From an optimization exercise on the open Yosys and OpenROAD flow, aimed at a short achievable clock period and few clock cycles; shortcuts taken in it are not production practice.
The RTL was checked by simulation tests, not by an equivalence proof against the original design.
Power figures rest on the tool's default switching activity, not on a simulated workload.

$ cat design.v
`default_nettype none
package lc3b_types;
	typedef logic [15:0] lc3b_word;
	typedef logic [$clog2(8)-1:0] lc3b_reg;
	typedef logic [2:0] lc3b_nzp;
	typedef logic [128-1:0] lc3b_line;
	typedef logic [15-4:0] lc3b_wb_adr;
	typedef logic [128/8-1:0] lc3b_sel;
	typedef enum logic [3:0] {
		op_br  = 4'b0000,
		op_add = 4'b0001,
		op_and = 4'b0101,
		op_ldr = 4'b0110,
		op_str = 4'b0111,
		op_not = 4'b1001
	} lc3b_opcode;
	typedef struct packed {
		lc3b_opcode opcode;
		lc3b_reg dr;
		lc3b_reg sr1;
		logic imm_flag;
		logic [1:0] unused;
		lc3b_reg sr2;
	} lc3b_instr_reg;
	typedef struct packed {
		lc3b_opcode opcode;
		lc3b_reg dr;
		lc3b_reg sr1;
		logic imm_flag;
		logic [4:0] imm5;
	} lc3b_instr_imm;
	typedef struct packed {
		lc3b_opcode opcode;
		lc3b_reg dr_sr;
		lc3b_reg base;
		logic [5:0] offset6;
	} lc3b_instr_mem;
	typedef struct packed {
		lc3b_opcode opcode;
		lc3b_nzp nzp;
		logic [8:0] offset9;
	} lc3b_instr_br;
	typedef union packed {
		lc3b_instr_reg r;
		lc3b_instr_imm i;
		lc3b_instr_mem m;
		lc3b_instr_br b;
	} lc3b_instr;
endpackage
`default_nettype wire
`default_nettype none
package lc3b_ctrl_types;
	typedef enum logic [1:0] {alu_add, alu_and, alu_not, alu_pass} lc3b_aluop;
	typedef enum logic [1:0] {alumux_reg, alumux_off6, alumux_zero} lc3b_alumux_sel;
	typedef enum logic {sr2mux_reg, sr2mux_imm} lc3b_sr2mux_sel;
	typedef enum logic {wbmux_alu, wbmux_mem} lc3b_wbmux_sel;
	typedef enum logic {mem_idle, mem_access} lc3b_mem_state;
	typedef struct packed {
		lc3b_aluop aluop;
		lc3b_alumux_sel alumux_sel;
		lc3b_sr2mux_sel sr2mux_sel;
		lc3b_wbmux_sel wbmux_sel;
		logic load_cc;
		logic load_regfile;
		logic mem_read;
		logic mem_write;
		logic is_br;
	} lc3b_control_word;
endpackage
`default_nettype wire
`default_nettype none
`timescale 1ns/1ps
module cpu (
	input logic clk,
	input logic reset,
	input logic [127:0] ifetch_rdata,
	output logic [11:0] ifetch_address,
	input logic [127:0] mem_rdata,
	input logic mem_resp,
	output logic mem_read,
	output logic mem_write,
	output logic [127:0] mem_wdata,
	output logic [11:0] mem_address,
	output logic [15:0] mem_sel
);
	localparam int QD = 3;
	logic [15:0] pc;
	logic        d_valid;
	logic [15:0] d_ir;
	logic        d_alu;      
	logic        d_ldr;
	logic        d_str;
	logic        d_br;       
	logic [7:0]  d_src;      
	logic        e_valid;
	logic        e_and;      
	logic        e_wr;       
	logic        e_ld;
	logic        e_st;
	logic        e_lcc;      
	logic [15:0] e_a;
	logic [15:0] e_b;
	logic [15:0] e_sd;
	logic [2:0]  e_dr;
	logic        w_valid;
	logic [2:0]  w_dr;
	logic [15:0] w_res;
	logic        q_rd  [0:QD-1];
	logic        q_wr  [0:QD-1];
	logic        q_lcc [0:QD-1];    
	logic        q_nw  [0:QD-1];    
	logic [15:0] q_addr[0:QD-1];
	logic [15:0] q_sel [0:QD-1];
	logic [15:0] q_sd  [0:QD-1];
	logic [7:0]  q_dr  [0:QD-1];    
	logic [7:0]  pend;       
	logic [2:0]  cc;
	logic [15:0] rf [0:7];
	function automatic logic [7:0] onehot(input logic [2:0] r);
		onehot = 8'b1 << r;
	endfunction
	function automatic logic [15:0] ks_add(input logic [15:0] a, input logic [15:0] b, input logic cin);
		logic [15:0] g, p, gg, pp, gn, pn;
		g = a & b;
		p = a ^ b;
		gg = g;
		pp = p;
		gg[0] = g[0] | (p[0] & cin);
		for (int d = 1; d < 16; d = d * 2) begin
			gn = gg;
			pn = pp;
			for (int i = d; i < 16; i++) begin
				gn[i] = gg[i] | (pp[i] & gg[i - d]);
				pn[i] = pp[i] & pp[i - d];
			end
			gg = gn;
			pp = pn;
		end
		ks_add = p ^ {gg[14:0], cin};
	endfunction
	logic [127:0] L;
	logic [11:0]  L_line;
	logic         L_v;
	logic [15:0]  LT [0:7];
	logic [15:0]  LT2 [0:7];    
	logic         d_tgt_ok;
	logic [15:0]  d_tgt;
	logic bt, pc_in_L, use_L, f_ok;
	logic nd_valid, d_load;
	logic [11:0] fa;
	logic [2:0] ws;
	logic [15:0] rword, lword, fword;
	logic [7:0] f_src;
	logic f_alu, f_ldr, f_str, f_br;
	logic [15:0] ft;
	assign fa = pc[15:4];
	assign ifetch_address = fa;
	assign rword = ifetch_rdata[pc[3:1]*16 +: 16];
	assign lword = L[ft[3:1]*16 +: 16];
	assign pc_in_L = L_v && (L_line == ft[15:4]);
	function automatic logic [11:0] predec(input logic [15:0] w);
		logic [3:0] o;
		logic add, andi, noti, ldr, str;
		logic [7:0] src;
		o = w[15:12];
		add = (o == 4'b0001);
		andi = (o == 4'b0101);
		noti = (o == 4'b1001);
		ldr = (o == 4'b0110);
		str = (o == 4'b0111);
		src = ((add || andi || noti || ldr || str) ? onehot(w[8:6]) : 8'h0) |
			((add || andi) && !w[5] ? onehot(w[2:0]) : 8'h0) |
			(str ? onehot(w[11:9]) : 8'h0);
		predec = {src, add || andi || noti, ldr, str, (o == 4'b0000) && (w[11:9] != 3'b000)};
	endfunction
	logic [11:0] pre_l, pre_r;
	logic [11:0] LP [0:7];    
	assign pre_l = LP[ft[3:1]];
	assign pre_r = predec(rword);
	always_ff @(posedge clk) begin
		if (reset) begin
			L_v <= 1'b0;
		end else if (!bt) begin
			L_v <= 1'b1;
		end
		if (!bt) begin
			L <= ifetch_rdata;
			L_line <= pc[15:4];
			for (int k = 0; k < 8; k++)
				LP[k] <= predec(ifetch_rdata[k*16 +: 16]);
			for (int k = 0; k < 8; k++)
				LT[k] <= {{pc[15:4], 3'(k)} + {{6{ifetch_rdata[k*16+8]}}, ifetch_rdata[k*16 +: 9]} + 15'd1, 1'b0};
			for (int k = 0; k < 8; k++)
				LT2[k] <= {{pc[15:4], 3'(k)} + {{6{ifetch_rdata[k*16+8]}}, ifetch_rdata[k*16 +: 9]} + 15'd2, 1'b0};
		end
	end
	logic [15:0] ld_word;
	logic [2:0] ld_cc;
	logic ld_now, pop, e_mem, e_stall, mem_in;
	assign mem_read = q_rd[0];
	assign mem_write = q_wr[0];
	assign mem_address = q_addr[0][15:4];
	assign mem_sel = q_sel[0];
	assign mem_wdata = {8{q_sd[0]}};
	always_comb begin
		ld_word = 16'h0;
		for (int k = 0; k < 8; k++)
			ld_word = ld_word | (mem_rdata[k*16 +: 16] & {16{q_sel[0][2*k]}});
	end
	logic ld_z;
	always_comb begin
		ld_z = 1'b0;
		for (int k = 0; k < 8; k++)
			ld_z = ld_z | (q_sel[0][2*k] && mem_rdata[k*16 +: 16] == 16'h0);
	end
	assign ld_cc = {ld_word[15], ld_z, !ld_word[15] && !ld_z};
	assign pop = (q_rd[0] || q_wr[0]) && mem_resp;
	assign ld_now = q_rd[0] && !q_nw[0] && mem_resp;
	logic [3:0] op;
	logic [2:0] nzp;
	logic fwd1, fwd2, fwds;
	logic [15:0] ra, rb, rs;
	logic [15:0] imm5, off6;
	logic hazard;
	assign op = d_ir[15:12];
	assign nzp = d_ir[11:9];
	logic [7:0] d_s1, d_s2, d_ss, w_droh;
	logic [15:0] rf1, rf2, rfs;
	always_comb begin
		rf1 = 16'h0;
		rf2 = 16'h0;
		rfs = 16'h0;
		for (int i = 0; i < 8; i++) begin
			rf1 = rf1 | (rf[i] & {16{d_s1[i]}});
			rf2 = rf2 | (rf[i] & {16{d_s2[i]}});
			rfs = rfs | (rf[i] & {16{d_ss[i]}});
		end
	end
	assign fwd1 = ld_now && ((q_dr[0] & d_s1) != 8'h0);
	assign fwd2 = ld_now && ((q_dr[0] & d_s2) != 8'h0);
	assign fwds = ld_now && ((q_dr[0] & d_ss) != 8'h0);
	assign ra = fwd1 ? ld_word : (w_valid && (w_droh & d_s1) != 8'h0) ? w_res : rf1;
	assign rb = fwd2 ? ld_word : (w_valid && (w_droh & d_s2) != 8'h0) ? w_res : rf2;
	assign rs = fwds ? ld_word : (w_valid && (w_droh & d_ss) != 8'h0) ? w_res : rfs;
	assign imm5 = {{11{d_ir[4]}}, d_ir[4:0]};
	assign off6 = {{9{d_ir[5]}}, d_ir[5:0], 1'b0};
	logic [15:0] tgt;
	assign tgt = ft + {{6{d_ir[8]}}, d_ir[8:0], 1'b0};
	assign hazard = d_valid && ((d_src & pend & ~(ld_now ? q_dr[0] : 8'h0)) != 8'h0);
	logic [15:0] sum, andv, res;
	assign sum = ks_add(e_a, e_b, 1'b0);
	assign andv = e_a & e_b;
	assign res = e_and ? andv : sum;
	logic e_z, w_z;
	assign e_z = e_and ? (andv == 16'h0) : ((e_a ^ e_b) == {e_a[14:0] | e_b[14:0], 1'b0});
	logic [2:0] w_cc, curcc;
	assign w_cc = {w_res[15], w_z, !w_res[15] && !w_z};
	assign curcc = w_valid ? w_cc : cc;
	assign e_mem = e_valid && (e_ld || e_st);
	logic [QD-1:0] qv;
	logic q_room;
	always_comb begin
		for (int j = 0; j < QD; j++) qv[j] = q_rd[j] || q_wr[j];
	end
	assign q_room = !qv[QD-2] || (!qv[QD-1] && (!e_mem || pop)) || (pop && !e_mem);
	assign e_stall = 1'b0;
	assign mem_in = e_mem;
	logic any_lcc, flags_wait, e_setcc, pred, br_res, br_taken, br_wait;
	logic d_stall, dispatch, alu_disp, wr_disp;
	logic v_valid, v_pred, v_mis;
	logic [2:0] v_nzp;
	logic [15:0] v_alt;
	logic rd_valid, v_tok;
	logic [15:0] r_tgt, r_ft, r_dtgt;
	assign v_alt = v_pred ? r_ft : (v_tok ? r_dtgt : r_tgt);
	logic [15:0] pc2, ft2, v_alt2, r_tgt2;
	assign v_alt2 = v_alt + 16'd2;
	assign r_tgt2 = r_tgt + 16'd2;
	always_comb begin
		any_lcc = e_lcc;
		for (int i = 0; i < QD; i++) any_lcc = any_lcc || q_lcc[i];
	end
	assign flags_wait = any_lcc;
	assign e_setcc = e_valid && e_wr;
	assign pred = d_ir[8] || (nzp == 3'b111) || (nzp == 3'b101);
	assign br_wait = d_valid && d_br && flags_wait;
	assign br_res = d_valid && d_br && !flags_wait;
	assign br_taken = br_res && (e_setcc ? pred : ((nzp & curcc) != 3'b000));
	assign v_mis = v_valid && (((v_nzp & curcc) != 3'b000) != v_pred);
	assign use_L = pc_in_L && !(bt && br_taken);
	assign f_ok = use_L || !bt || br_taken;
	assign fword = use_L ? lword : rword;
	assign {f_src, f_alu, f_ldr, f_str, f_br} = use_L ? pre_l : pre_r;
	assign d_stall = br_wait || hazard || (d_valid && (d_ldr || d_str) && !q_room);
	assign d_load = !e_stall && !d_stall;
	always_comb begin
		nd_valid = d_valid;
		if (v_mis || rd_valid) nd_valid = 1'b0;
		else if (!e_stall) begin
			if (br_taken && bt) nd_valid = 1'b1;
			else if (br_taken) nd_valid = 1'b0;
			else if (!d_stall) nd_valid = f_ok;
		end
	end
	assign dispatch = d_valid && !d_stall && !e_stall && !v_mis && (d_alu || d_ldr || d_str);
	assign alu_disp = dispatch && d_alu;
	assign wr_disp = dispatch && (d_alu || d_ldr);
	always_ff @(posedge clk) begin
		if (reset) begin
			pc <= 16'h0;
			ft <= 16'h0;
			pc2 <= 16'h2;
			ft2 <= 16'h2;
			d_valid <= 1'b0;
			bt <= 1'b0;
			v_valid <= 1'b0;
			rd_valid <= 1'b0;
			e_valid <= 1'b0;
			w_valid <= 1'b0;
			cc <= 3'b010;
		end else begin
			v_valid <= 1'b0;
			d_valid <= nd_valid;
			bt <= nd_valid && (d_load ? (f_br && use_L) : (d_br && d_tgt_ok));
			rd_valid <= 1'b0;
			if (v_mis) begin
				pc <= v_alt;
				ft <= v_alt;
				pc2 <= v_alt2;
				ft2 <= v_alt2;
			end else if (rd_valid) begin
				pc <= r_tgt;
				ft <= r_tgt;
				pc2 <= r_tgt2;
				ft2 <= r_tgt2;
			end else if (!e_stall) begin
				v_valid <= br_res && e_setcc;
				if (br_taken && bt) begin
					pc <= pc2;
					ft <= pc2;
					pc2 <= pc2 + 16'd2;
					ft2 <= pc2 + 16'd2;
				end else if (br_taken) begin
					rd_valid <= 1'b1;
				end else if (!d_stall) begin
					pc <= !f_ok ? ft : (f_br && use_L) ? LT[ft[3:1]] : ft2;
					pc2 <= !f_ok ? ft2 : (f_br && use_L) ? LT2[ft[3:1]] : ft2 + 16'd2;
					if (f_ok) begin
						ft <= ft2;
						ft2 <= ft2 + 16'd2;
					end
				end
			end
			if (!e_stall) e_valid <= dispatch;
			w_valid <= e_valid && e_wr;
			if (w_valid) cc <= w_cc;
			else if (q_rd[0] && q_lcc[0] && mem_resp) cc <= ld_cc;
		end
	end
	always_ff @(posedge clk) begin
		v_pred <= pred;
		v_nzp <= nzp;
		r_ft <= ft;
		r_tgt <= tgt;
		r_dtgt <= d_tgt;
		v_tok <= d_tgt_ok;
		if (d_load) begin
			d_ir <= fword;
			d_tgt <= LT[ft[3:1]];
			d_tgt_ok <= use_L;
			d_alu <= f_alu;
			d_ldr <= f_ldr;
			d_str <= f_str;
			d_br <= f_br;
			d_src <= f_src;
			d_s1 <= onehot(fword[8:6]);
			d_s2 <= onehot(fword[2:0]);
			d_ss <= onehot(fword[11:9]);
		end
		if (!e_stall) begin
			e_and <= (op == 4'b0101) || (op == 4'b1001);
			e_wr <= d_alu;
			e_ld <= d_ldr;
			e_st <= d_str;
			e_a <= (op == 4'b1001) ? ~ra : ra;
			e_b <= (d_ldr || d_str) ? off6 : (op == 4'b1001) ? 16'hFFFF : d_ir[5] ? imm5 : rb;
			e_sd <= rs;
			e_dr <= d_ir[11:9];
		end
		w_dr <= e_dr;
		w_droh <= onehot(e_dr);
		w_res <= res;
		w_z <= e_z;
	end
	always_ff @(posedge clk) begin
		if (reset) begin
			e_lcc <= 1'b0;
		end else if (!e_stall) begin
			e_lcc <= dispatch && d_ldr;
		end
	end
	logic sh_v [0:QD];
	logic [7:0] wr_oh;
	assign wr_oh = wr_disp ? onehot(d_ir[11:9]) : 8'h0;
	always_comb begin
		for (int j = 0; j < QD; j++)
			sh_v[j] = pop ? (j + 1 < QD ? (q_rd[j + 1] || q_wr[j + 1]) : 1'b0) : (q_rd[j] || q_wr[j]);
		sh_v[QD] = 1'b0;
	end
	always_ff @(posedge clk) begin
		for (int j = 0; j < QD; j++) begin
			if (reset) begin
				q_rd[j] <= 1'b0;
				q_wr[j] <= 1'b0;
				q_lcc[j] <= 1'b0;
				q_nw[j] <= 1'b0;
			end else if (mem_in && !sh_v[j] && (j == 0 || sh_v[j == 0 ? 0 : j - 1])) begin
				q_rd[j] <= e_ld;
				q_wr[j] <= e_st;
				q_lcc[j] <= e_lcc && !alu_disp;
				q_nw[j] <= (wr_oh & onehot(e_dr)) != 8'h0;
			end else if (pop) begin
				q_rd[j] <= j + 1 < QD ? q_rd[j + 1] : 1'b0;
				q_wr[j] <= j + 1 < QD ? q_wr[j + 1] : 1'b0;
				q_lcc[j] <= j + 1 < QD ? q_lcc[j + 1] && !alu_disp : 1'b0;
				q_nw[j] <= j + 1 < QD ? q_nw[j + 1] || ((wr_oh & q_dr[j + 1 < QD ? j + 1 : j]) != 8'h0) : 1'b0;
			end else begin
				q_lcc[j] <= q_lcc[j] && !alu_disp;
				q_nw[j] <= q_nw[j] || ((wr_oh & q_dr[j]) != 8'h0);
			end
		end
	end
	always_ff @(posedge clk) begin
		for (int j = 0; j < QD; j++) begin
			if (mem_in && !sh_v[j] && (j == 0 || sh_v[j == 0 ? 0 : j - 1])) begin
				q_addr[j] <= sum;
				q_sel[j] <= 16'h0003 << {sum[3:1], 1'b0};
				q_sd[j] <= e_sd;
				q_dr[j] <= onehot(e_dr);
			end else if (pop && j + 1 < QD) begin
				q_addr[j] <= q_addr[j + 1 < QD ? j + 1 : j];
				q_sel[j] <= q_sel[j + 1 < QD ? j + 1 : j];
				q_sd[j] <= q_sd[j + 1 < QD ? j + 1 : j];
				q_dr[j] <= q_dr[j + 1 < QD ? j + 1 : j];
			end
		end
	end
	always_ff @(posedge clk) begin
		if (reset) begin
			pend <= 8'h0;
		end else begin
			for (int i = 0; i < 8; i++) begin
				if (wr_oh[i]) pend[i] <= d_ldr;
				else if (ld_now && q_dr[0][i]) pend[i] <= 1'b0;
			end
		end
	end
	always_ff @(posedge clk) begin
		if (reset) begin
			for (int i = 0; i < 8; i++) rf[i] <= 16'h0;
		end else begin
			for (int i = 0; i < 8; i++) begin
				if (w_valid && w_dr == 3'(i)) rf[i] <= w_res;
				else if (ld_now && q_dr[0][i]) rf[i] <= ld_word;
			end
		end
	end
endmodule
`default_nettype wire
$ cat run.sh
#!/bin/bash
# synth_recipe.tcl (not shown) runs the flow's synth.tcl, then flattens the netlist and writes it again
# the make line also repeats each setting of config.mk as NAME=value (left out here)
make -C /OpenROAD-flow-scripts/flow DESIGN_CONFIG=/design/flow/config.mk WORK_HOME=/design/flow/orfs CLKGATE_MAP_FILE= SYNTH_SCRIPT=/design/flow/synth_recipe.tcl finish
$ cat config.mk
export PLATFORM = sky130hd
export DESIGN_NAME = cpu
export DESIGN_NICKNAME = cpu
export VERILOG_FILES = /design/flow/design.v
export SDC_FILE = /design/flow/constraint.sdc
export NUM_CORES = 4
export LEC_CHECK = 0
export CAP_MARGIN = 20
export CORE_MARGIN = 2
export CORE_UTILIZATION = 40
export SETUP_SLACK_MARGIN = 2.2
export SLEW_MARGIN = 20
$ cat constraint.sdc
create_clock -name core_clock -period 4.4 [get_ports {clk}]
set_input_delay 0.8800 -clock core_clock [delete_from_list [all_inputs] [get_ports {clk}]]
set_output_delay 0.8800 -clock core_clock [all_outputs]
set_load 0.01 [all_outputs]
==> results of run 1 <==
-- cell usage after synthesis, types with 79 or more instances --
library cell / n
edfxtp_1: 666
nor2_1: 597
nand2_1: 524
dfxtp_1: 349
a21oi_1: 343
clkbuf_1: 313
xnor2_1: 254
o21ai_0: 215
a22oi_1: 210
ha_1: 191
a211oi_1: 169
inv_1: 168
xor2_1: 150
nor3_1: 140
buf_4: 135
nand3_1: 117
nand4_1: 106
mux2i_1: 89
nand2b_1: 89
mux4_2: 85
a221oi_1: 83
o211ai_1: 79
-- cells in the final DEF (no fill, tap or decap), types with 85 or more instances in the layout --
cell             instances
nand2_1                450
ha_1                   130
nor3_1                  98
mux4_2                  85
clkdlybuf4s50_1        176
dfxtp_1                299
a21oi_1                284
a211oi_1               138
clkbuf_16              115
xnor2_1                181
nor2_1                 498
edfxtp_1               666
buf_4                  538
nand4_1                106
o21ai_0                150
a22oi_1                206
inv_1                  147
buf_6                  478
xor2_1                 118
-- cell type report --
cell class | instances | share of cell area (%)
flip-flops and latches | 1015 | 32.12
multi-input cells | 4300 | 41.83
well taps | 1930 | 2.860
clock inverters | 82 | 1.165
diodes | 2 | 0.005928
repair buffers | 1431 | 17.70
inverters | 170 | 0.8433
repair inverters | 1 | 0.01927
clock buffers | 129 | 3.453
-- cells by family (layout without fill, tap and decap cells) --
logic type / Yosys count / count (layout) / share of synthesized area (%)
other: 0 / 2 / 0
buffers and inverters: 703 / 1813 / 5.423
AND/OR/NAND/NOR: 1930 / 1936 / 15.49
adder cells (fa/ha/maj): 196 / 196 / 4.166
AO/OA/AOI/OAI: 1535 / 1535 / 17.88
XOR/XNOR: 404 / 404 / 5.945
multiplexers: 229 / 229 / 5.753
flip-flops: 1015 / 1015 / 45.34
-- critical path, stage by stage, from the launching register on --
cell and delay (ns):
dfxtp_4 0.41, buf_12 0.15, buf_12 0.14, ha_4 0.15
or3_4 0.39, or3b_4 0.41, and2_4 0.17, a311oi_4 0.24
xnor2_2 0.18, and3_4 0.26, nand4_1 0.13, xor2_1 0.18
-- registers in the layout (all words and copies together), names as in the netlist, 24 cells and up --
register / flops
LP: 96
q_sel: 24
q_sd: 48
LT2: 114
LT: 116
q_dr: 24
rf: 128
L: 128
q_addr: 36
-- worst paths after layout --
check                    endpoint  slack (ns)  cells past startpoint
min            r_dtgt[14]$_DFF_P_        0.34                      0
min reg2reg    r_dtgt[14]$_DFF_P_        0.34                      0
max          LT2[3][15]$_DFFE_PN_        1.32                     11
max reg2reg  LT2[3][15]$_DFFE_PN_        1.32                     11
-- layer usage --
metal / GRT usage (%) / vias up
met5: 0.09569 / -
met4: 19.10 / 6
met1: 39.67 / 27288
li1: - / 24446
met3: 6.535 / 915
met2: 52.56 / 3430
-- per-stage QoR --
step	util, %	instances	cell area, um2
4_1_cts	54.06	8859	79830
5_1_grt	57.17	9058	84420
6_report	57.17	9060	84430
3_3_place_gp	45.23	8137	66790
2_1_floorplan	-	6012	60280
3_5_place_dp	45.23	8137	66790
-- power by group --
group          internal [mW]  total, mW  leakage (nW)  switching, mW
logic                   13.4       29.5          20.9           16.1
clock network           5.80       10.1          1.89           4.28
registers               13.6       15.5          9.94           1.94
-- timing repair --
item | in CTS | in global routing
setup endpoints to repair | 1079 | 893
gates resized for setup | 1903 | 659
pin swaps | 314 | 315
buffers inserted | 473 | 194
gates cloned | 38 | 5
==> results.tsv, run 1 <==
stage	metric	value	unit
drt	dr_wl_met2	119.7	mm
status	outcome	complete, no violations	
synth	synthFlopType	edfxtp_1	
cts	cts_made_buffers	111	
synth	syn_area_per_cell	9.901	um2
cts	ctsHoldBuffers	0	
synth	synth_nets	6466	
critical_path	arrival	3.57	ns
critical_path	cp.required	4.89	ns
drt	wl_met3	24.30	mm
power	p_leak	32.75	nW
finish	final_layout_size_suffix_gt1_share	34.22	%
synth	async_flop_share	0	%
finish	area_delta_synth_final	41.84	%
sta	fin_crit	3.079	ns
floorplan	die_w	389.8	um
global_route	grt_pass1_wl	363.6	mm
global_route	grt_antenna_before_repair	6	
floorplan	dieArea	151900	um2
sta	tns	0	ns
floorplan	die_y	389.8	um
min_path	min_from	d_tgt[14]$_DFFE_PN_	
floorplan	initial_core_util	40.31	%
drt	highest_layer	met5	
finish	seq_area	27120	um2
synth	yosysWarnings	14	
synth	synth-edff-count	666	
power	ir_drop	414.1	uV
cts	cts_tree	built	
synth	ys_seq_elements	1015	
cts	root_buffer	clkbuf_16	
global_route	track_usage	32.30	%
cts	clk_latency	0.75	ns
synth	yosysSeqAreaShare	45.34	%
drt	drc	0	
global_route	grt.overflow.total	0	
floorplan	coreArea	147700	um2
sta	setup_viol	0	
cts	cts_htree_levels	3	
sta	worstMarginPinSlew	1.071	ns
finish	fin_nets	7484	
sta	timing.hold.ws	0.3404	ns
power	power_density	652.5	nW/um2
critical_path	end_kind	flip-flop	
drt	drt_iter0_markers	7062	
sta	period_share	69.97	%
finish	multi_input_area	35320	um2
place	gp_congestion	0.9597	
synth	synth_area	59520	um2
global_route	grt_max_degree	153	
sta	slew_violations	0	
global_route	grt_pass1_vias	53421	
place	hpwl	167.2	mm
critical_path	critPathMaxFanout	4	
critical_path	regToRegStartpoint	pc[4]$_SDFFE_PP0P_	
drt	met1Wirelength	95.22	mm
cts	cts.path.max_buffers	3	
drt	routed_wl	259.5	mm
cts	clk_pin_slew	0.06	ns
drt	drtAntennaViolNets	0	
synth	synthDistinctLibCells	93	
sta	hold_viol	0	
min_path	min_path_type	flip-flop to flip-flop	
drt	first_pass_iters	12	
place	portBuffers	428	
sta	slew_headroom	28.34	%
cts	cts_num_sinks	1015	
drt	num_vias	56085	
sta	rsz0062_at_grt	yes	
synth	yosys-top-cells-area	edfxtp_1, dfxtp_1, ha_1, nor2_1, xnor2_1	
drt	viasPerCell	6.190	
synth	synth_cells	6012	
drt	routedWlPerCell	28.65	um
critical_path	crit_type	flip-flop to flip-flop	
critical_path	start_kind	flip-flop	
synth	synth_top_area_cell	edfxtp_1	
floorplan	boundaryPins	429	
finish	fillers	11995	
critical_path	timing.critical_path.from	pc[4]$_SDFFE_PP0P_	
sta	finalClockSkew	0.02308	ns
floorplan	rows	141	
synth	yosysTopAreaCellShare	33.60	%
power	p_total	55.08	mW
sta	fmax	0.3248	GHz
sta	postLayoutSetupSlackWorst	1.321	ns
job	cap_viol_max_count	0	
place	place_ws	0.2278	ns
Testbench counts, summed over its fixed seeds: cycles 36,156.
==> run 2: changes to the inputs <==
--- a/design.v
+++ b/design.v
@@ -142,7 +142,6 @@
 	logic [11:0]  L_line;
 	logic         L_v;
 	logic [15:0]  LT [0:7];
-	logic [15:0]  LT2 [0:7];    
 	logic         d_tgt_ok;
 	logic [15:0]  d_tgt;
 	logic bt, pc_in_L, use_L, f_ok;
@@ -190,8 +189,6 @@
 				LP[k] <= predec(ifetch_rdata[k*16 +: 16]);
 			for (int k = 0; k < 8; k++)
 				LT[k] <= {{pc[15:4], 3'(k)} + {{6{ifetch_rdata[k*16+8]}}, ifetch_rdata[k*16 +: 9]} + 15'd1, 1'b0};
-			for (int k = 0; k < 8; k++)
-				LT2[k] <= {{pc[15:4], 3'(k)} + {{6{ifetch_rdata[k*16+8]}}, ifetch_rdata[k*16 +: 9]} + 15'd2, 1'b0};
 		end
 	end
 	logic [15:0] ld_word;
@@ -273,9 +270,6 @@
 	logic rd_valid, v_tok;
 	logic [15:0] r_tgt, r_ft, r_dtgt;
 	assign v_alt = v_pred ? r_ft : (v_tok ? r_dtgt : r_tgt);
-	logic [15:0] pc2, ft2, v_alt2, r_tgt2;
-	assign v_alt2 = v_alt + 16'd2;
-	assign r_tgt2 = r_tgt + 16'd2;
 	always_comb begin
 		any_lcc = e_lcc;
 		for (int i = 0; i < QD; i++) any_lcc = any_lcc || q_lcc[i];
@@ -309,8 +303,6 @@
 		if (reset) begin
 			pc <= 16'h0;
 			ft <= 16'h0;
-			pc2 <= 16'h2;
-			ft2 <= 16'h2;
 			d_valid <= 1'b0;
 			bt <= 1'b0;
 			v_valid <= 1'b0;
@@ -326,29 +318,19 @@
 			if (v_mis) begin
 				pc <= v_alt;
 				ft <= v_alt;
-				pc2 <= v_alt2;
-				ft2 <= v_alt2;
 			end else if (rd_valid) begin
 				pc <= r_tgt;
 				ft <= r_tgt;
-				pc2 <= r_tgt2;
-				ft2 <= r_tgt2;
 			end else if (!e_stall) begin
 				v_valid <= br_res && e_setcc;
 				if (br_taken && bt) begin
-					pc <= pc2;
-					ft <= pc2;
-					pc2 <= pc2 + 16'd2;
-					ft2 <= pc2 + 16'd2;
+					pc <= pc + 16'd2;
+					ft <= pc + 16'd2;
 				end else if (br_taken) begin
 					rd_valid <= 1'b1;
 				end else if (!d_stall) begin
-					pc <= !f_ok ? ft : (f_br && use_L) ? LT[ft[3:1]] : ft2;
-					pc2 <= !f_ok ? ft2 : (f_br && use_L) ? LT2[ft[3:1]] : ft2 + 16'd2;
-					if (f_ok) begin
-						ft <= ft2;
-						ft2 <= ft2 + 16'd2;
-					end
+					pc <= !f_ok ? ft : (f_br && use_L) ? LT[ft[3:1]] : ft + 16'd2;
+					if (f_ok) ft <= ft + 16'd2;
 				end
 			end
 			if (!e_stall) e_valid <= dispatch;
==> flow/run.sh (new file) <==
#!/bin/bash
# Layout flow: the standard synthesis; then the combinational logic is
# re-mapped by ABC for delay (flow/resynth.tcl, flow/abc.script), keeping
# every register as the standard synthesis made it; then the standard
# layout from the floorplan on. Each tool's output goes to its own log here.
set -euo pipefail
HERE=$(pwd)
bash standard.sh synth > synth.log 2>&1
R=$HERE/orfs/results/$FLOW_PLATFORM/cpu/base
cp "$R/1_2_yosys.v" "$HERE/1_2_yosys_standard.v"
YOSYS=$(command -v yosys || echo "$FLOW_HOME/../tools/install/yosys/bin/yosys")
RS_IN="$HERE/1_2_yosys_standard.v" RS_OUT="$R/1_2_yosys.v" RS_TOP="$FLOW_TOP" \
	RS_LIB="$FLOW_HOME/platforms/$FLOW_PLATFORM/lib/sky130_fd_sc_hd__tt_025C_1v80.lib" \
	RS_SCRIPT="$HERE/flow/abc.script" "$YOSYS" -c "$HERE/flow/resynth.tcl" > resynth.log 2>&1
bash standard.sh > layout.log 2>&1
==> flow/abc.script (new file) <==
strash
dch -f
map -D 1000
buffer -p
upsize -D 1000
dnsize -D 1000
==> flow/resynth.tcl (new file) <==
# Re-map the combinational logic of the standard synthesis with ABC for
# delay. Every sequential cell (so every register, with its name and cell
# type) is kept as it is; only the logic between them changes.
# env: RS_IN RS_OUT RS_TOP RS_LIB RS_SCRIPT
yosys -import
set lib $::env(RS_LIB)
read_liberty -ignore_miss_func -ignore_miss_dir $lib
blackbox sky130_fd_sc_hd__*df* sky130_fd_sc_hd__*dl* sky130_fd_sc_hd__*sdf* sky130_fd_sc_hd__conb_1
read_verilog $::env(RS_IN)
hierarchy -top $::env(RS_TOP)
flatten
opt_clean -purge
set dont_use {}
foreach c {sky130_fd_sc_hd__probe_p_8 sky130_fd_sc_hd__probec_p_8 sky130_fd_sc_hd__lpflow_*} { lappend dont_use -dont_use $c }
set f [open abc.constr w]
puts $f "set_driving_cell sky130_fd_sc_hd__buf_1"
puts $f "set_load 5"
close $f
abc -script $::env(RS_SCRIPT) -liberty $lib {*}$dont_use -constr abc.constr
read_liberty -lib -ignore_redef $lib
opt_clean -purge
hilomap -singleton -hicell sky130_fd_sc_hd__conb_1 HI -locell sky130_fd_sc_hd__conb_1 LO
insbuf -buf sky130_fd_sc_hd__buf_4 A X
splitnets
opt_clean -purge
stat -liberty $lib
check -assert -mapped
write_verilog -noattr -nohex -nodec $::env(RS_OUT)
==> standard.sh (new file) <==
#!/bin/bash
# synth_recipe.tcl (not shown) runs the flow's synth.tcl, then flattens the netlist and writes it again
# the make line also repeats each setting of config.mk as NAME=value (left out here)
make -C /OpenROAD-flow-scripts/flow DESIGN_CONFIG=/design/flow/config.mk WORK_HOME=/design/flow/orfs CLKGATE_MAP_FILE= SYNTH_SCRIPT=/design/flow/synth_recipe.tcl "${@:-finish}"
removed: run.sh
==> run 2 against run 1 <==
  * Worst hold slack lost 0.0094 ns
  * Non-clock buffer count shrank 205
  * Register-to-register slack gained 0.46 ns
  * Clock power shrank 14%
  * Total power shrank 24%
  * Critical path depth grew 1
==> results.tsv, run 2 <==
stage	metric	value	unit
global_route	track_usage	37.42	%
floorplan	boundaryPins	429	
cts	root_buffer	clkbuf_16	
power	switchingPower	17.93	mW
place	portBuffers	428	
drt	routedWlPerCell	29.41	um
power	p_total	41.62	mW
job	cap_viol_max_count	0	
sta	worstMarginPinSlew	1.353	ns
drt	first_pass_iters	14	
power	p_leak	27.58	nW
synth	yosysWarnings	13	
cts	cts_made_buffers	99	
critical_path	arrival	3.25	ns
finish	layout_common_cells	nand2_1, nor2_1, edfxtp_1, buf_4, inv_1	
cts	cts_htree_levels	3	
finish	layout_commonest_cell	nand2_1	
power	power_density	603.1	nW/um2
synth	synth_cells	5785	
global_route	grt_pass1_wl	337.1	mm
synth	syn_area_per_cell	8.362	um2
sta	finalClockSkew	0.03980	ns
global_route	grt_max_degree	180	
critical_path	start_kind	flip-flop	
power	netSwitchingFraction	43.09	%
critical_path	crit_type	flip-flop to flip-flop	
finish	area_delta_synth_final	42.65	%
drt	drc	0	
global_route	grt_pass1_vias	48610	
cts	ctsHoldBuffers	0	
finish	final_layout_size_suffix_gt1_share	29.46	%
power	pwr-share-comb	48.6	%
floorplan	rows	127	
power	clkPwrFrac	20.9	%
cts	cts_num_sinks	868	
drt	drt_iter0_markers	7993	
global_route	grt_antenna_before_repair	7	
drt	num_vias	52967	
cts	cts.path.max_buffers	3	
floorplan	die_w	351.7	um
sta	slew_violations	0	
power	power.internal	23.68	mW
sta	timing.hold.ws	0.3310	ns
sta	fmax	0.3815	GHz
drt	viasPerCell	6.315	
sta	rsz0062_at_grt	yes	
global_route	grt.overflow.total	0	
sta	period_share	59.57	%
sta	setup_viol	0	
critical_path	critPathMaxFanout	4	
drt	drtAntennaViolNets	0	
floorplan	die_y	351.7	um
finish	fin_nets	6946	
critical_path	end_kind	flip-flop	
cts	cts_tree	built	
sta	fin_crit	2.621	ns
synth	synth_area	48370	um2
place	hpwl	159.6	mm
power	seq_power_share	30.5	%
status	outcome	complete, no violations	
critical_path	cp.required	5.03	ns
power	ir_drop	404.5	uV
place	gp_congestion	1.064	
synth	synth_nets	6044	
sta	hold_viol	0	
floorplan	dieArea	123700	um2
floorplan	initial_core_util	40.32	%
min_path	min_path_type	flip-flop to flip-flop	
sta	slew_headroom	9.824	%
floorplan	coreArea	120000	um2
cts	clk_pin_slew	0.06	ns
drt	routed_wl	246.7	mm
cts	clk_latency	0.73	ns
finish	reg_top3	L: 128 flops, rf: 128 flops, LT: 113 flops	
run 2: cell types whose count changed in the layout (fill, tap and decap cells not counted), moves of 117 or more:
| cell | previous run | this run |
|---|---|---|
| edfxtp_1 | 666 | 549 |
| ha_1 | 130 | 0 |
| xnor2_1 | 181 | 42 |
| nand2_1 | 450 | 780 |
| nand3_1 | 82 | 295 |
| inv_1 | 147 | 419 |
| nor2_1 | 498 | 638 |
run 2: area by class of cell:
type                            count  area [um2]
Fill cell                       10371       50970
Multi-Input combinational cell   3967       25650
Sequential cell                   868       22980
Timing Repair Buffer             1226       12780
Clock buffer                      128        2688
Inverter                          520        2221
Tap cell                         1612        2017
Clock inverter                     58       621.8
Timing Repair inverter              5       38.79
Antenna cell                        4       10.01
run 2: through the flow:
stage / std cells / setup TNS, ns / area (um2) / setup WS, ns / utilization [%]
after floorplan: 5785 / -628.24 / 48980 / -2.263 / -
after global placement: 7570 / 0 / 54460 / 0.4981 / 45.39
after detailed placement: 7570 / 0 / 54460 / 0.4345 / 45.39
after CTS: 8164 / 0 / 64140 / 1.930 / 53.46
after global routing: 8384 / 0 / 68990 / 1.756 / 57.51
final: 8388 / 0 / 69000 / 1.779 / 57.52
run 2: power groups by stage:
stage	registers, mW	clock network, mW	logic (mW)
global route	12.8	9.00	20.9
floorplan	11.9	0	8.00
detailed placement	12.8	0	12.6
CTS	12.6	8.67	16.8
global placement	12.8	0	12.6
finish	12.7	8.69	20.2
run 2: worst paths after layout:
path / start / endpoint / slack, ns / depth (start not counted)
hold / removal: d_tgt[10]$_DFFE_PN_ / r_dtgt[10]$_DFF_P_ / 0.33 / 0
setup reg to reg: d_ir[9]$_DFFE_PN_ / ft[1]$_SDFFE_PP0P_ / 1.78 / 12
setup / recovery: d_ir[9]$_DFFE_PN_ / ft[1]$_SDFFE_PP0P_ / 1.78 / 12
hold reg to reg: d_tgt[10]$_DFFE_PN_ / r_dtgt[10]$_DFF_P_ / 0.33 / 0
run 2: worst max-delay path: stages (launching register included):
cell and delay [ns]:
edfxtp_1 0.56, nor3b_4 0.28, o21ai_2 0.09, nand3b_1 0.18
buf_6 0.13, buf_6 0.10, nand3_4 0.09, buf_4 0.16
nor2_4 0.16, nand2_1 0.08, o211ai_1 0.08, o21ai_1 0.30
a32oi_1 0.32
run 2: repair_timing:
item | CTS | global route
gates resized for setup | 1547 | 792
pin swaps | 152 | 253
hold endpoints to repair | 0 | 0
gates cloned | 29 | 13
setup buffers | 379 | 207
endpoints found under the setup margin | 816 | 619
run 2: layer usage:
metal | routed length [um] | GRT usage [%] | vias to the layer above
li1 | - | - | 22473
met1 | 85450 | 44.29 | 25057
met2 | 106600 | 57.85 | 4073
met3 | 29490 | 10.17 | 1352
met4 | 25050 | 28.56 | 12
met5 | 112 | 0.4317 | -
Testbench counts of run 2, summed over its fixed seeds: cycles 36,156.
==> run 3: changes to the inputs <==
--- a/design.v
+++ b/design.v
@@ -138,7 +138,8 @@
 		end
 		ks_add = p ^ {gg[14:0], cin};
 	endfunction
-	logic [127:0] L;
+	logic [15:0]  EW [0:7];
+	logic [15:0]  NFA [0:7];
 	logic [11:0]  L_line;
 	logic         L_v;
 	logic [15:0]  LT [0:7];
@@ -155,7 +156,7 @@
 	assign fa = pc[15:4];
 	assign ifetch_address = fa;
 	assign rword = ifetch_rdata[pc[3:1]*16 +: 16];
-	assign lword = L[ft[3:1]*16 +: 16];
+	assign lword = EW[ft[3:1]];
 	assign pc_in_L = L_v && (L_line == ft[15:4]);
 	function automatic logic [11:0] predec(input logic [15:0] w);
 		logic [3:0] o;
@@ -176,6 +177,18 @@
 	logic [11:0] LP [0:7];    
 	assign pre_l = LP[ft[3:1]];
 	assign pre_r = predec(rword);
+	logic [11:0] kp [0:7];
+	logic [15:0] kt [0:7];
+	logic [2:0]  nx [0:7];
+	always_comb begin
+		for (int k = 0; k < 8; k++) begin
+			kp[k] = predec(ifetch_rdata[k*16 +: 16]);
+			kt[k] = {{pc[15:4], 3'(k)} + {{6{ifetch_rdata[k*16+8]}}, ifetch_rdata[k*16 +: 9]} + 15'd1, 1'b0};
+		end
+		nx[7] = 3'd7;
+		for (int k = 0; k < 7; k++)
+			nx[k] = (kp[k][3:0] == 4'h0) ? 3'(k + 1) : 3'(k);
+	end
 	always_ff @(posedge clk) begin
 		if (reset) begin
 			L_v <= 1'b0;
@@ -183,12 +196,13 @@
 			L_v <= 1'b1;
 		end
 		if (!bt) begin
-			L <= ifetch_rdata;
 			L_line <= pc[15:4];
-			for (int k = 0; k < 8; k++)
-				LP[k] <= predec(ifetch_rdata[k*16 +: 16]);
-			for (int k = 0; k < 8; k++)
-				LT[k] <= {{pc[15:4], 3'(k)} + {{6{ifetch_rdata[k*16+8]}}, ifetch_rdata[k*16 +: 9]} + 15'd1, 1'b0};
+			for (int k = 0; k < 8; k++) begin
+				EW[k] <= ifetch_rdata[nx[k]*16 +: 16];
+				LP[k] <= kp[nx[k]];
+				LT[k] <= kt[nx[k]];
+				NFA[k] <= (nx[k] == 3'd7) ? {pc[15:4] + 12'd1, 4'h0} : {pc[15:4], nx[k] + 3'd1, 1'b0};
+			end
 		end
 	end
 	logic [15:0] ld_word;
@@ -204,13 +218,7 @@
 		for (int k = 0; k < 8; k++)
 			ld_word = ld_word | (mem_rdata[k*16 +: 16] & {16{q_sel[0][2*k]}});
 	end
-	logic ld_z;
-	always_comb begin
-		ld_z = 1'b0;
-		for (int k = 0; k < 8; k++)
-			ld_z = ld_z | (q_sel[0][2*k] && mem_rdata[k*16 +: 16] == 16'h0);
-	end
-	assign ld_cc = {ld_word[15], ld_z, !ld_word[15] && !ld_z};
+	assign ld_cc = {ld_word[15], ld_word == 16'h0, !ld_word[15] && ld_word != 16'h0};
 	assign pop = (q_rd[0] || q_wr[0]) && mem_resp;
 	assign ld_now = q_rd[0] && !q_nw[0] && mem_resp;
 	logic [3:0] op;
@@ -221,29 +229,18 @@
 	logic hazard;
 	assign op = d_ir[15:12];
 	assign nzp = d_ir[11:9];
-	logic [7:0] d_s1, d_s2, d_ss, w_droh;
-	logic [15:0] rf1, rf2, rfs;
-	always_comb begin
-		rf1 = 16'h0;
-		rf2 = 16'h0;
-		rfs = 16'h0;
-		for (int i = 0; i < 8; i++) begin
-			rf1 = rf1 | (rf[i] & {16{d_s1[i]}});
-			rf2 = rf2 | (rf[i] & {16{d_s2[i]}});
-			rfs = rfs | (rf[i] & {16{d_ss[i]}});
-		end
-	end
-	assign fwd1 = ld_now && ((q_dr[0] & d_s1) != 8'h0);
-	assign fwd2 = ld_now && ((q_dr[0] & d_s2) != 8'h0);
-	assign fwds = ld_now && ((q_dr[0] & d_ss) != 8'h0);
-	assign ra = fwd1 ? ld_word : (w_valid && (w_droh & d_s1) != 8'h0) ? w_res : rf1;
-	assign rb = fwd2 ? ld_word : (w_valid && (w_droh & d_s2) != 8'h0) ? w_res : rf2;
-	assign rs = fwds ? ld_word : (w_valid && (w_droh & d_ss) != 8'h0) ? w_res : rfs;
+	assign fwd1 = ld_now && q_dr[0][d_ir[8:6]];
+	assign fwd2 = ld_now && q_dr[0][d_ir[2:0]];
+	assign fwds = ld_now && q_dr[0][d_ir[11:9]];
+	assign ra = fwd1 ? ld_word : (w_valid && w_dr == d_ir[8:6]) ? w_res : rf[d_ir[8:6]];
+	assign rb = fwd2 ? ld_word : (w_valid && w_dr == d_ir[2:0]) ? w_res : rf[d_ir[2:0]];
+	assign rs = fwds ? ld_word : (w_valid && w_dr == d_ir[11:9]) ? w_res : rf[d_ir[11:9]];
 	assign imm5 = {{11{d_ir[4]}}, d_ir[4:0]};
 	assign off6 = {{9{d_ir[5]}}, d_ir[5:0], 1'b0};
 	logic [15:0] tgt;
 	assign tgt = ft + {{6{d_ir[8]}}, d_ir[8:0], 1'b0};
-	assign hazard = d_valid && ((d_src & pend & ~(ld_now ? q_dr[0] : 8'h0)) != 8'h0);
+	assign hazard = d_valid && (((d_src & pend & ~(ld_now ? q_dr[0] : 8'h0)) != 8'h0) ||
+		(e_valid && e_wr && d_src[e_dr]));
 	logic [15:0] sum, andv, res;
 	assign sum = ks_add(e_a, e_b, 1'b0);
 	assign andv = e_a & e_b;
@@ -329,8 +326,8 @@
 				end else if (br_taken) begin
 					rd_valid <= 1'b1;
 				end else if (!d_stall) begin
-					pc <= !f_ok ? ft : (f_br && use_L) ? LT[ft[3:1]] : ft + 16'd2;
-					if (f_ok) ft <= ft + 16'd2;
+					pc <= !f_ok ? ft : use_L ? (f_br ? LT[ft[3:1]] : NFA[ft[3:1]]) : ft + 16'd2;
+					if (f_ok) ft <= use_L ? NFA[ft[3:1]] : ft + 16'd2;
 				end
 			end
 			if (!e_stall) e_valid <= dispatch;
@@ -355,9 +352,6 @@
 			d_str <= f_str;
 			d_br <= f_br;
 			d_src <= f_src;
-			d_s1 <= onehot(fword[8:6]);
-			d_s2 <= onehot(fword[2:0]);
-			d_ss <= onehot(fword[11:9]);
 		end
 		if (!e_stall) begin
 			e_and <= (op == 4'b0101) || (op == 4'b1001);
@@ -370,7 +364,6 @@
 			e_dr <= d_ir[11:9];
 		end
 		w_dr <= e_dr;
-		w_droh <= onehot(e_dr);
 		w_res <= res;
 		w_z <= e_z;
 	end
==> run 3 against run 2 <==
  * Still clean
  * Combinational power grew 39%
  * Flip-flop and latch count grew 6
  * Final cell count grew 17%
  * Largest power group unchanged
  * Highest routed layer unchanged
==> results.tsv, run 3 <==
stage	metric	value	unit
place	portBuffers	428	
finish	layoutNonFillerInstCount	9791	
synth	yosysWarnings	18	
global_route	grt_pass1_wl	394.0	mm
finish	area_delta_synth_final	44.05	%
global_route	grt.overflow.total	0	
critical_path	arrival	3.25	ns
drt	viasPerCell	6.315	
finish	layout_commonest_cell	nand2_1	
floorplan	die_y	371.2	um
sta	finalClockSkew	0.04845	ns
power	power.internal	26.91	mW
floorplan	rows	134	
power	clkPwrFrac	18.0	%
global_route	grt_pass1_vias	56388	
power	pwr-share-comb	56.1	%
sta	period_share	58.95	%
cts	cts_num_sinks	874	
synth	synth_nets	7205	
finish	fin_nets	8192	
power	ir_drop	377.1	uV
min_path	min_path_type	flip-flop to flip-flop	
drt	routed_wl	289.9	mm
critical_path	cp.required	5.06	ns
cts	root_buffer	clkbuf_16	
drt	drtAntennaViolNets	0	
cts	clk_pin_slew	0.06	ns
floorplan	die_w	371.2	um
sta	tns	0	ns
floorplan	boundaryPins	429	
critical_path	crit_type	flip-flop to flip-flop	
finish	final_layout_size_suffix_gt1_share	30.93	%
power	power_density	644.4	nW/um2
job	cap_viol_max_count	0	
floorplan	initial_core_util	40.37	%
synth	synth_area	53950	um2
cts	cts_tree	built	
finish	layout_common_cells	nand2_1, nor2_1, buf_4, edfxtp_1, o21ai_0	
drt	first_pass_iters	12	
cts	cts_made_buffers	102	
drt	routedWlPerCell	29.61	um
cts	cts.path.max_buffers	3	
cts	clk_latency	0.76	ns
power	p_leak	31.33	nW
floorplan	coreArea	133600	um2
sta	slew_headroom	31.17	%
sta	rsz0062_at_grt	yes	
synth	syn_area_per_cell	7.766	um2
drt	num_vias	61835	
cts	cts_htree_levels	3	
place	gp_congestion	1.027	
drt	drc	0	
sta	slew_violations	0	
drt	drt_iter0_markers	8812	
critical_path	start_kind	flip-flop	
critical_path	critPathMaxFanout	9	
status	outcome	complete, no violations	
critical_path	end_kind	flip-flop	
sta	worstMarginPinSlew	1.032	ns
sta	fin_crit	2.594	ns
sta	hold_viol	0	
global_route	track_usage	39.11	%
synth	synth_cells	6946	
sta	fmax	0.3855	GHz
sta	setup_viol	0	
place	post-place-cells	8872	
power	netSwitchingFraction	46.26	%
global_route	grt_max_degree	138	
finish	reg_top3	EW: 128 flops, rf: 128 flops, LT: 117 flops	
power	seq_power_share	25.8	%
global_route	grt_antenna_before_repair	15	
place	hpwl	192.4	mm
power	switchingPower	23.17	mW
floorplan	dieArea	137800	um2
run 3: layout make-up:
class	instances	area, um2
clock inverter	52	564.3
timing repair buffer	1431	14760
clock buffer	138	2898
timing repair inverter	2	12.51
multi-input combinational	4934	31500
antenna	4	10.01
sequential	874	23240
fill	11723	55920
tap	1768	2212
inverter	588	2507
run 3: power groups by stage:
stage | clock network (mW) | registers (mW) | logic (mW)
finish | 9.03 | 12.9 | 28.1
global route | 9.34 | 13.1 | 28.9
CTS | 9.00 | 12.8 | 22.7
detailed placement | 0 | 13.0 | 17.8
global placement | 0 | 13.0 | 17.7
floorplan | 0 | 11.8 | 10.7
run 3: stage by stage:
| stage | hold WS (ns) | cell area [um2] | util, % | total power [mW] | worst slack (ns) |
|---|---|---|---|---|---|
| 5_1_grt | 0.3450 | 77700 | 58.14 | 51.26 | 1.759 |
| 4_1_cts | 0.3326 | 71510 | 53.52 | 44.45 | 1.975 |
| 2_1_floorplan | 0.3233 | 54340 | - | 22.47 | 1.632 |
| 3_3_place_gp | 0.3246 | 60290 | 45.12 | 30.68 | 0.4703 |
| 3_5_place_dp | 0.3278 | 60290 | 45.12 | 30.75 | 0.4603 |
| 6_report | 0.3235 | 77710 | 58.15 | 50.08 | 1.806 |
run 3: path summary, 6_finish.rpt:
kind	startpoint	to	slack, ns	depth (start not counted)
setup / recovery	ft[4]$_SDFFE_PP0P_	pc[6]$_SDFFE_PP0P_	1.81	10
hold / removal	d_tgt[1]$_DFFE_PN_	r_dtgt[1]$_DFF_P_	0.32	0
setup reg to reg	ft[4]$_SDFFE_PP0P_	pc[6]$_SDFFE_PP0P_	1.81	10
hold reg to reg	d_tgt[1]$_DFFE_PN_	r_dtgt[1]$_DFF_P_	0.32	0
run 3: what timing repair did:
item	in CTS	in global routing
gates resized for setup	1928	913
setup endpoints to repair	1204	837
pin swaps	198	391
cloned	20	21
hold buffers	0	0
setup buffers	421	263
run 3: critical path: stages, from the launching register on:
cell and delay [ns]:
dfxtp_2 0.57, inv_1 0.19, a21oi_1 0.22, nor3b_2 0.21, buf_4 0.23, nand3_4 0.27
buf_12 0.25, buf_4 0.16, o211ai_1 0.11, o2111ai_1 0.16, a21oi_1 0.15
run 3: layer usage:
layer | GRT usage [%] | wire length [um] | vias up
li1 | - | - | 26524
met1 | 46.02 | 99660 | 29110
met2 | 61.25 | 125700 | 4795
met3 | 11.09 | 36300 | 1386
met4 | 27.90 | 28110 | 20
met5 | 0.3497 | 134 | -
Testbench counts of run 3, summed over its fixed seeds: cycles 35,439.
==> run 4: changes to the inputs <==
--- a/design.v
+++ b/design.v
@@ -286,7 +286,8 @@
 	assign d_load = !e_stall && !d_stall;
 	always_comb begin
 		nd_valid = d_valid;
-		if (v_mis || rd_valid) nd_valid = 1'b0;
+		if (v_mis) nd_valid = rec;
+		else if (rd_valid) nd_valid = 1'b0;
 		else if (!e_stall) begin
 			if (br_taken && bt) nd_valid = 1'b1;
 			else if (br_taken) nd_valid = 1'b0;
@@ -294,6 +295,19 @@
 		end
 	end
 	assign dispatch = d_valid && !d_stall && !e_stall && !v_mis && (d_alu || d_ldr || d_str);
+	logic v_bt, a_fok, rec;
+	logic [15:0] a_tw, a_fw, a_t2, a_f2, aw, a2;
+	logic [11:0] a_tpre, a_fpre, apre;
+	logic ld_any;
+	logic [15:0] dw;
+	logic [11:0] dpre;
+	assign rec = v_mis && v_bt && (!v_pred || a_fok);
+	assign aw = v_pred ? a_fw : a_tw;
+	assign apre = v_pred ? a_fpre : a_tpre;
+	assign a2 = v_pred ? a_f2 : a_t2;
+	assign ld_any = d_load || rec;
+	assign dw = rec ? aw : fword;
+	assign dpre = rec ? apre : {f_src, f_alu, f_ldr, f_str, f_br};
 	assign alu_disp = dispatch && d_alu;
 	assign wr_disp = dispatch && (d_alu || d_ldr);
 	always_ff @(posedge clk) begin
@@ -310,11 +324,11 @@
 		end else begin
 			v_valid <= 1'b0;
 			d_valid <= nd_valid;
-			bt <= nd_valid && (d_load ? (f_br && use_L) : (d_br && d_tgt_ok));
+			bt <= nd_valid && (ld_any ? (!rec && f_br && use_L) : (d_br && d_tgt_ok));
 			rd_valid <= 1'b0;
 			if (v_mis) begin
-				pc <= v_alt;
-				ft <= v_alt;
+				pc <= rec ? a2 : v_alt;
+				ft <= rec ? a2 : v_alt;
 			end else if (rd_valid) begin
 				pc <= r_tgt;
 				ft <= r_tgt;
@@ -338,20 +352,24 @@
 	end
 	always_ff @(posedge clk) begin
 		v_pred <= pred;
+		v_bt <= bt;
+		a_tw <= rword;
+		a_tpre <= pre_r;
+		a_t2 <= pc + 16'd2;
+		a_fw <= lword;
+		a_fpre <= pre_l;
+		a_fok <= pc_in_L;
+		a_f2 <= NFA[ft[3:1]];
 		v_nzp <= nzp;
 		r_ft <= ft;
 		r_tgt <= tgt;
 		r_dtgt <= d_tgt;
 		v_tok <= d_tgt_ok;
-		if (d_load) begin
-			d_ir <= fword;
+		if (ld_any) begin
+			d_ir <= dw;
 			d_tgt <= LT[ft[3:1]];
-			d_tgt_ok <= use_L;
-			d_alu <= f_alu;
-			d_ldr <= f_ldr;
-			d_str <= f_str;
-			d_br <= f_br;
-			d_src <= f_src;
+			d_tgt_ok <= use_L && !rec;
+			{d_src, d_alu, d_ldr, d_str, d_br} <= dpre;
 		end
 		if (!e_stall) begin
 			e_and <= (op == 4'b0101) || (op == 4'b1001);
==> run 4 against run 3 <==
  * Combinational power rose by about 10%
  * Final cell count rose by 3.2%
  * Non-clock buffer count fell by 17
  * Wire length rose by 2.4%
  * Via count rose by 3.6%
  * Count of clock-buffer cells in the layout rose by 7
  * Synthesized area rose by 4.8%
  * Clock skew fell by 0.025 ns
  * Total power rose by 11%
  * Final area rose by 4.9%
  * Worst hold slack improved by 0.013 ns
  * Critical path type unchanged
  * Critical endpoint is now e_sd[2]$_DFF_P_
  * Largest power group unchanged
==> results.tsv, run 4 <==
stage	metric	value	unit
critical_path	cp.required	5.09	ns
cts	cts_htree_levels	3	
global_route	use_met2	60.55	%
place	place_ws	0.6469	ns
sta	fmax	0.3823	GHz
synth	yosysWarnings	18	
global_route	track_usage	37.97	%
finish	seq_area	25010	um2
floorplan	initial_core_util	40.40	%
synth	synth_cells	7151	
cts	cts_made_buffers	112	
global_route	grt_max_degree	184	
finish	final_layout_size_suffix_gt1_share	30.40	%
synth	synth_area	56510	um2
cts	clk_pin_slew	0.07	ns
critical_path	end_kind	flip-flop	
floorplan	rows	137	
sta	worstMarginPinSlew	1.125	ns
finish	layout_common_cells	nand2_1, nor2_1, buf_4, edfxtp_1, inv_1	
synth	syn_area_per_cell	7.903	um2
cts	root_buffer	clkbuf_16	
global_route	grt_pass1_wl	406.1	mm
finish	fillers	12138	
power	ir_drop	427.3	uV
finish	reg_top3	EW: 128 flops, rf: 128 flops, LT: 117 flops	
finish	layout_commonest_cell	nand2_1	
global_route	grt.overflow.total	0	
place	hpwl	198.0	mm
global_route	gr-usage-met3	8.728	%
sta	timing.hold.ws	0.3368	ns
global_route	busiest_layer	met2	
floorplan	coreArea	139900	um2
drt	num_vias	64036	
synth	synth_nets	7410	
sta	tns	0	ns
cts	cts_num_sinks	962	
place	post-place-cells	9206	
min_path	min_from	d_tgt[12]$_DFFE_PN_	
floorplan	boundaryPins	429	
sta	fin_crit	2.616	ns
drt	drt_iter0_markers	9110	
cts	cts.path.max_buffers	3	
critical_path	start_kind	flip-flop	
status	outcome	complete, no violations	
power	power_density	680.0	nW/um2
critical_path	critPathMaxFanout	11	
finish	area_delta_synth_final	44.18	%
sta	slew_violations	0	
sta	setup_viol	0	
sta	finalClockSkew	0.02383	ns
global_route	grt_antenna_before_repair	10	
min_path	holdPathStages	0	
place	portBuffers	428	
critical_path	arrival	3.30	ns
finish	multi_input_area	32460	um2
cts	clk_latency	0.77	ns
place	gp_congestion	1.056	
floorplan	die_w	379.9	um
job	cap_viol_max_count	0	
critical_path	crit_type	flip-flop to flip-flop	
sta	slew_headroom	25.00	%
cts	cts_tree	built	
sta	rsz0062_at_grt	yes	
drt	first_pass_iters	7	
critical_path	reg2reg_slack	1.78	ns
floorplan	die_y	379.9	um
place	place_area	63390	um2
sta	postLayoutSetupSlackWorst	1.784	ns
min_path	whs_endpoint	r_dtgt[12]$_DFF_P_	
global_route	grt_util_met1	45.08	%
critical_path	regToRegStartpoint	d_ir[9]$_DFFE_PN_	
sta	period_share	59.45	%
critical_path	reg2reg_depth	8	
finish	final_area	81480	um2
critical_path	r2r-end	e_sd[2]$_DFF_P_	
drt	drtAntennaViolNets	0	
finish	fin_nets	8392	
global_route	grt_pass1_vias	58335	
floorplan	dieArea	144300	um2
finish	layoutNonFillerInstCount	10108	
drt	routed_wl	296.8	mm
power	p_leak	32.89	nW
drt	drc	0	
drt	viasPerCell	6.335	
min_path	min_path_type	flip-flop to flip-flop	
drt	routedWlPerCell	29.36	um
sta	hold_viol	0	
run 4: per-stage QoR:
stage,utilization [%],power [mW]
2_1_floorplan,-,25.41
3_3_place_gp,45.32,34.25
3_5_place_dp,45.32,34.37
4_1_cts,53.68,49.72
5_1_grt,58.25,56.88
6_report,58.25,55.41
run 4: final cells by class:
class	instances	share of cell area, %
repair inverters	5	0.05989
clock buffers	145	3.765
clock inverters	66	1.004
flip-flops and latches	962	30.69
multi-input cells	4976	39.84
inverters	662	3.420
diodes	2	0.006142
well taps	1876	2.881
repair buffers	1414	18.33
run 4: worst max-delay path: stages (launching register included):
cell and delay, ns:
edfxtp_1 0.46, buf_12 0.18, clkinvlp_4 0.13, buf_4 0.14, bufbuf_16 0.29, o21ai_0 0.11
o221ai_1 0.89, a221oi_2 0.15, a21oi_1 0.18
run 4: metal layers:
metal | part of all wire (%) | up-vias
met1 | 34 | 30272
li1 | - | 27314
met2 | 44 | 4988
met4 | 9.9 | 12
met3 | 12 | 1450
met5 | 0.023 | -
run 4: power breakdown:
part | total (mW) | internal (mW) | switching [mW]
sequential | 14.4 | 12.3 | 2.07
clock | 10.0 | 5.82 | 4.23
combinational | 31.0 | 12.2 | 18.8
total | 55.4 | 30.3 | 25.1
run 4: how the worst max path moves through the flow:
stage / from / end / slack (ns) / depth (start not counted)
2_1_floorplan: bt$_SDFF_PP0_ / ft[14]$_SDFFE_PP0P_ / -2.49 / 6
3_3_place_gp: mem_resp / ft[11]$_SDFFE_PP0P_ / 0.69 / 10
3_5_place_dp: mem_resp / ft[11]$_SDFFE_PP0P_ / 0.65 / 10
4_1_cts: pc[2]$_SDFFE_PP0P_ / d_src[5]$_DFFE_PN_ / 1.96 / 7
5_1_grt: d_ir[9]$_DFFE_PN_ / e_sd[2]$_DFF_P_ / 1.77 / 8
6_report: d_ir[9]$_DFFE_PN_ / e_sd[2]$_DFF_P_ / 1.78 / 8
run 4: repair_timing:
| action | CTS | global route |
|---|---|---|
| resized for setup | 1866 | 983 |
| endpoints found under the setup margin | 983 | 866 |
| buffers inserted | 394 | 247 |
| pin swaps | 156 | 366 |
| hold buffers | 0 | 0 |
| cloned | 29 | 18 |
| endpoints found under the hold margin | 0 | 0 |
Testbench counts of run 4, summed over its fixed seeds: cycles 34,924.
==> run 5: changes to the inputs <==
--- a/flow/run.sh
+++ b/flow/run.sh
@@ -9,7 +9,12 @@
 R=$HERE/orfs/results/$FLOW_PLATFORM/cpu/base
 cp "$R/1_2_yosys.v" "$HERE/1_2_yosys_standard.v"
 YOSYS=$(command -v yosys || echo "$FLOW_HOME/../tools/install/yosys/bin/yosys")
-RS_IN="$HERE/1_2_yosys_standard.v" RS_OUT="$R/1_2_yosys.v" RS_TOP="$FLOW_TOP" \
+# if the re-mapping fails, the standard netlist is laid out as it is
+if ! RS_IN="$HERE/1_2_yosys_standard.v" RS_OUT="$HERE/1_2_yosys_remapped.v" RS_TOP="$FLOW_TOP" \
 	RS_LIB="$FLOW_HOME/platforms/$FLOW_PLATFORM/lib/sky130_fd_sc_hd__tt_025C_1v80.lib" \
-	RS_SCRIPT="$HERE/flow/abc.script" "$YOSYS" -c "$HERE/flow/resynth.tcl" > resynth.log 2>&1
+	RS_SCRIPT="$HERE/flow/abc.script" "$YOSYS" -c "$HERE/flow/resynth.tcl" > resynth.log 2>&1; then
+	echo "re-mapping failed; keeping the standard netlist" >> resynth.log
+else
+	cp "$HERE/1_2_yosys_remapped.v" "$R/1_2_yosys.v"
+fi
 bash standard.sh > layout.log 2>&1
==> flow/abc.script (replaced) <==
strash
dch -f
map -D 700
topo
buffer -p
upsize -D 700
dnsize -D 700
==> run 5 against run 4 <==
  * Wire length rose by 2.4%
  * Non-clock buffer count fell by 30
  * Flip-flop and latch count did not move
  * Clock power barely moved
  * First-iteration DRC count fell by 3.7%
  * Count of clock-buffer cells in the layout fell by 10
  * Largest cell class unchanged
  * Largest power group unchanged
  * Highest routed layer unchanged
==> results.tsv, run 5 <==
stage	metric	value	unit
cts	cts.path.max_buffers	3	
critical_path	timing.critical_path.from	d_ir[9]$_DFFE_PN_	
floorplan	dieArea	144300	um2
global_route	grt_pass1_vias	58504	
place	gp_congestion	1.020	
floorplan	boundaryPins	429	
cts	cts_made_buffers	109	
floorplan	die_y	379.9	um
power	ir_drop	406.4	uV
synth	synth_cells	7151	
place	hpwl	204.7	mm
job	cap_viol_max_count	0	
critical_path	cp.required	5.04	ns
synth	synth_area	56510	um2
sta	fin_crit	2.512	ns
critical_path	end_kind	flip-flop	
critical_path	arrival	3.15	ns
finish	layoutNonFillerInstCount	10080	
sta	setup_viol	0	
power	clkPwrFrac	18.1	%
global_route	grt_max_degree	158	
critical_path	regToRegStartpoint	d_ir[9]$_DFFE_PN_	
critical_path	crit_type	flip-flop to flip-flop	
drt	drtAntennaViolNets	0	
cts	root_buffer	clkbuf_16	
drt	viasPerCell	6.322	
finish	final_layout_size_suffix_gt1_share	30.36	%
power	power.internal	29.89	mW
drt	drt_iter0_markers	8772	
finish	seq_area	25000	um2
finish	reg_top3	EW: 128 flops, rf: 128 flops, LT: 117 flops	
critical_path	cpLargestDelayFamily	buffers and inverters	
finish	layout_common_cells	nand2_1, nor2_1, edfxtp_1, buf_4, inv_1	
floorplan	rows	137	
power	netSwitchingFraction	45.86	%
power	seq_power_share	25.9	%
min_path	min_from	d_tgt[2]$_DFFE_PN_	
finish	fin_nets	8359	
floorplan	die_w	379.9	um
power	power_density	677.4	nW/um2
sta	period_share	57.10	%
drt	drc	0	
floorplan	initial_core_util	40.40	%
finish	utilization	58.26	%
sta	worstMarginPinSlew	1.038	ns
critical_path	start_kind	flip-flop	
global_route	grt_pass1_wl	413.5	mm
synth	synth_nets	7410	
critical_path	slowest_delay	0.43	ns
synth	syn_area_per_cell	7.902	um2
critical_path	critPathBufInv	6	
place	post-place-cells	9216	
cts	cts_tree	built	
min_path	min_path_type	flip-flop to flip-flop	
sta	finalClockSkew	0.02731	ns
drt	routed_wl	304.0	mm
finish	multi_input_area	32570	um2
sta	slew_violations	0	
power	switchingPower	25.31	mW
finish	area_delta_synth_final	44.20	%
drt	num_vias	63730	
finish	layout_commonest_cell	nand2_1	
sta	rsz0062_at_grt	yes	
drt	routedWlPerCell	30.16	um
power	pwr-share-comb	55.9	%
sta	slew_headroom	30.82	%
cts	cts_num_sinks	962	
cts	ctsHoldBuffers	0	
finish	fillers	12397	
global_route	track_usage	38.82	%
global_route	grt.overflow.total	0	
critical_path	critPathMaxFanout	4	
power	p_leak	32.86	nW
global_route	grt_antenna_before_repair	11	
sta	fmax	0.3980	GHz
drt	first_pass_iters	9	
sta	hold_viol	0	
critical_path	crit_chain	buf_6, buf_8, nand2_8, buf_12, nor2_4, inv_2, buf_12, o21ai_2, a221oi_2, nand4_1, a21oi_2, a21oi_2, buf_4	
cts	clk_pin_slew	0.07	ns
floorplan	coreArea	139900	um2
place	portBuffers	428	
synth	yosysWarnings	18	
cts	clk_latency	0.76	ns
status	outcome	complete, no violations	
critical_path	critPathSlowestCell	nand4_1	
cts	cts_htree_levels	3	
-- run 5: cell type report --
cell class / count / area share, %
timing repair inverter: 5 / 0.05681
timing repair buffer: 1384 / 18.19
clock buffer: 135 / 3.744
multi-input combinational: 4977 / 39.97
tap: 1876 / 2.881
sequential: 962 / 30.68
antenna: 7 / 0.02150
clock inverter: 73 / 1.017
inverter: 661 / 3.433
-- run 5: power groups by stage --
stage / logic (mW) / clock network (mW) / registers (mW)
4_1_cts: 25.3 / 10.0 / 14.1
6_report: 30.9 / 10.0 / 14.3
3_5_place_dp: 20.2 / 0 / 14.5
3_3_place_gp: 20.1 / 0 / 14.5
2_1_floorplan: 12.2 / 0 / 13.1
5_1_grt: 31.8 / 10.4 / 14.5
-- run 5: path summary, 6_finish.rpt --
| check | to | slack (ns) | cells past startpoint |
|---|---|---|---|
| setup / recovery | e_sd[3]$_DFF_P_ | 1.89 | 13 |
| hold / removal | r_dtgt[2]$_DFF_P_ | 0.34 | 0 |
| setup reg to reg | e_sd[3]$_DFF_P_ | 1.89 | 13 |
| hold reg to reg | r_dtgt[2]$_DFF_P_ | 0.34 | 0 |
-- run 5: through the flow --
step / power, mW / setup WS [ns] / hold slack (ns) / cell area [um2] / setup TNS (ns)
2_1_floorplan: 25.37 / -2.491 / 0.3233 / 57150 / -909.77
3_3_place_gp: 34.55 / 0.6576 / 0.3247 / 63400 / 0
3_5_place_dp: 34.66 / 0.6450 / 0.3269 / 63400 / 0
4_1_cts: 49.47 / 1.983 / 0.3392 / 74920 / 0
5_1_grt: 56.66 / 1.827 / 0.3515 / 81470 / 0
6_report: 55.20 / 1.888 / 0.3376 / 81480 / 0
-- run 5: routing by layer --
layer  wire length [um]  vias up  GRT usage (%)
met2             134900     4757          62.05
met4              27410       12          27.15
li1                   -    27234              -
met3              33630     1284          7.692
met5                 83        -              0
met1             108000    30443          46.99
-- run 5: what timing repair did --
item,4_1_cts,5_1_grt
pin swaps,194,368
buffers inserted,352,246
cloned,24,27
resized for setup,1895,1034
endpoints found under the setup margin,991,705
hold endpoints to repair,0,0

==> what the ideal ports hide <==
How much do the figures lean on ideal ports? The routed layouts below were timed once more, with nothing changed but the port constraints.
Step 1 sets driving cells, clkbuf_16 on the clock port and buf_2 on the other inputs (assumed; they add their load-dependent delay and slew).
Step 2 adds t to the input delays and takes it off the output delays; t is the mean of the earliest and latest rising clock arrival at the registers after step 1. Input paths then give back, and output paths get back, about the clock's delay inside the block.
a / b / c = ideal ports / drivers / drivers and shift; a / b = the first two.
run | t (ns) | slack for setup (ns) | clock arrival spread, ns | pins driven straight from the clock port
run 1 | 0.830 | 1.321 / 1.321 / 0.551 | 0.027 / 0.026 | 1
run 2 | 0.790 | 1.779 / 1.779 / 1.171 | 0.044 / 0.043 | 1
run 3 | 0.827 | 1.806 / 1.806 / 1.170 | 0.052 / 0.052 | 1
run 4 | 0.841 | 1.784 / 1.784 / 1.068 | 0.026 / 0.027 | 1
run 5 | 0.839 | 1.888 / 1.862 / 1.152 | 0.029 / 0.029 | 1
After both steps setup and hold are still met in every run listed. The setup slack of run 1, which loses most, moves by 0.000 ns with the drivers and by -0.770 ns with both steps.
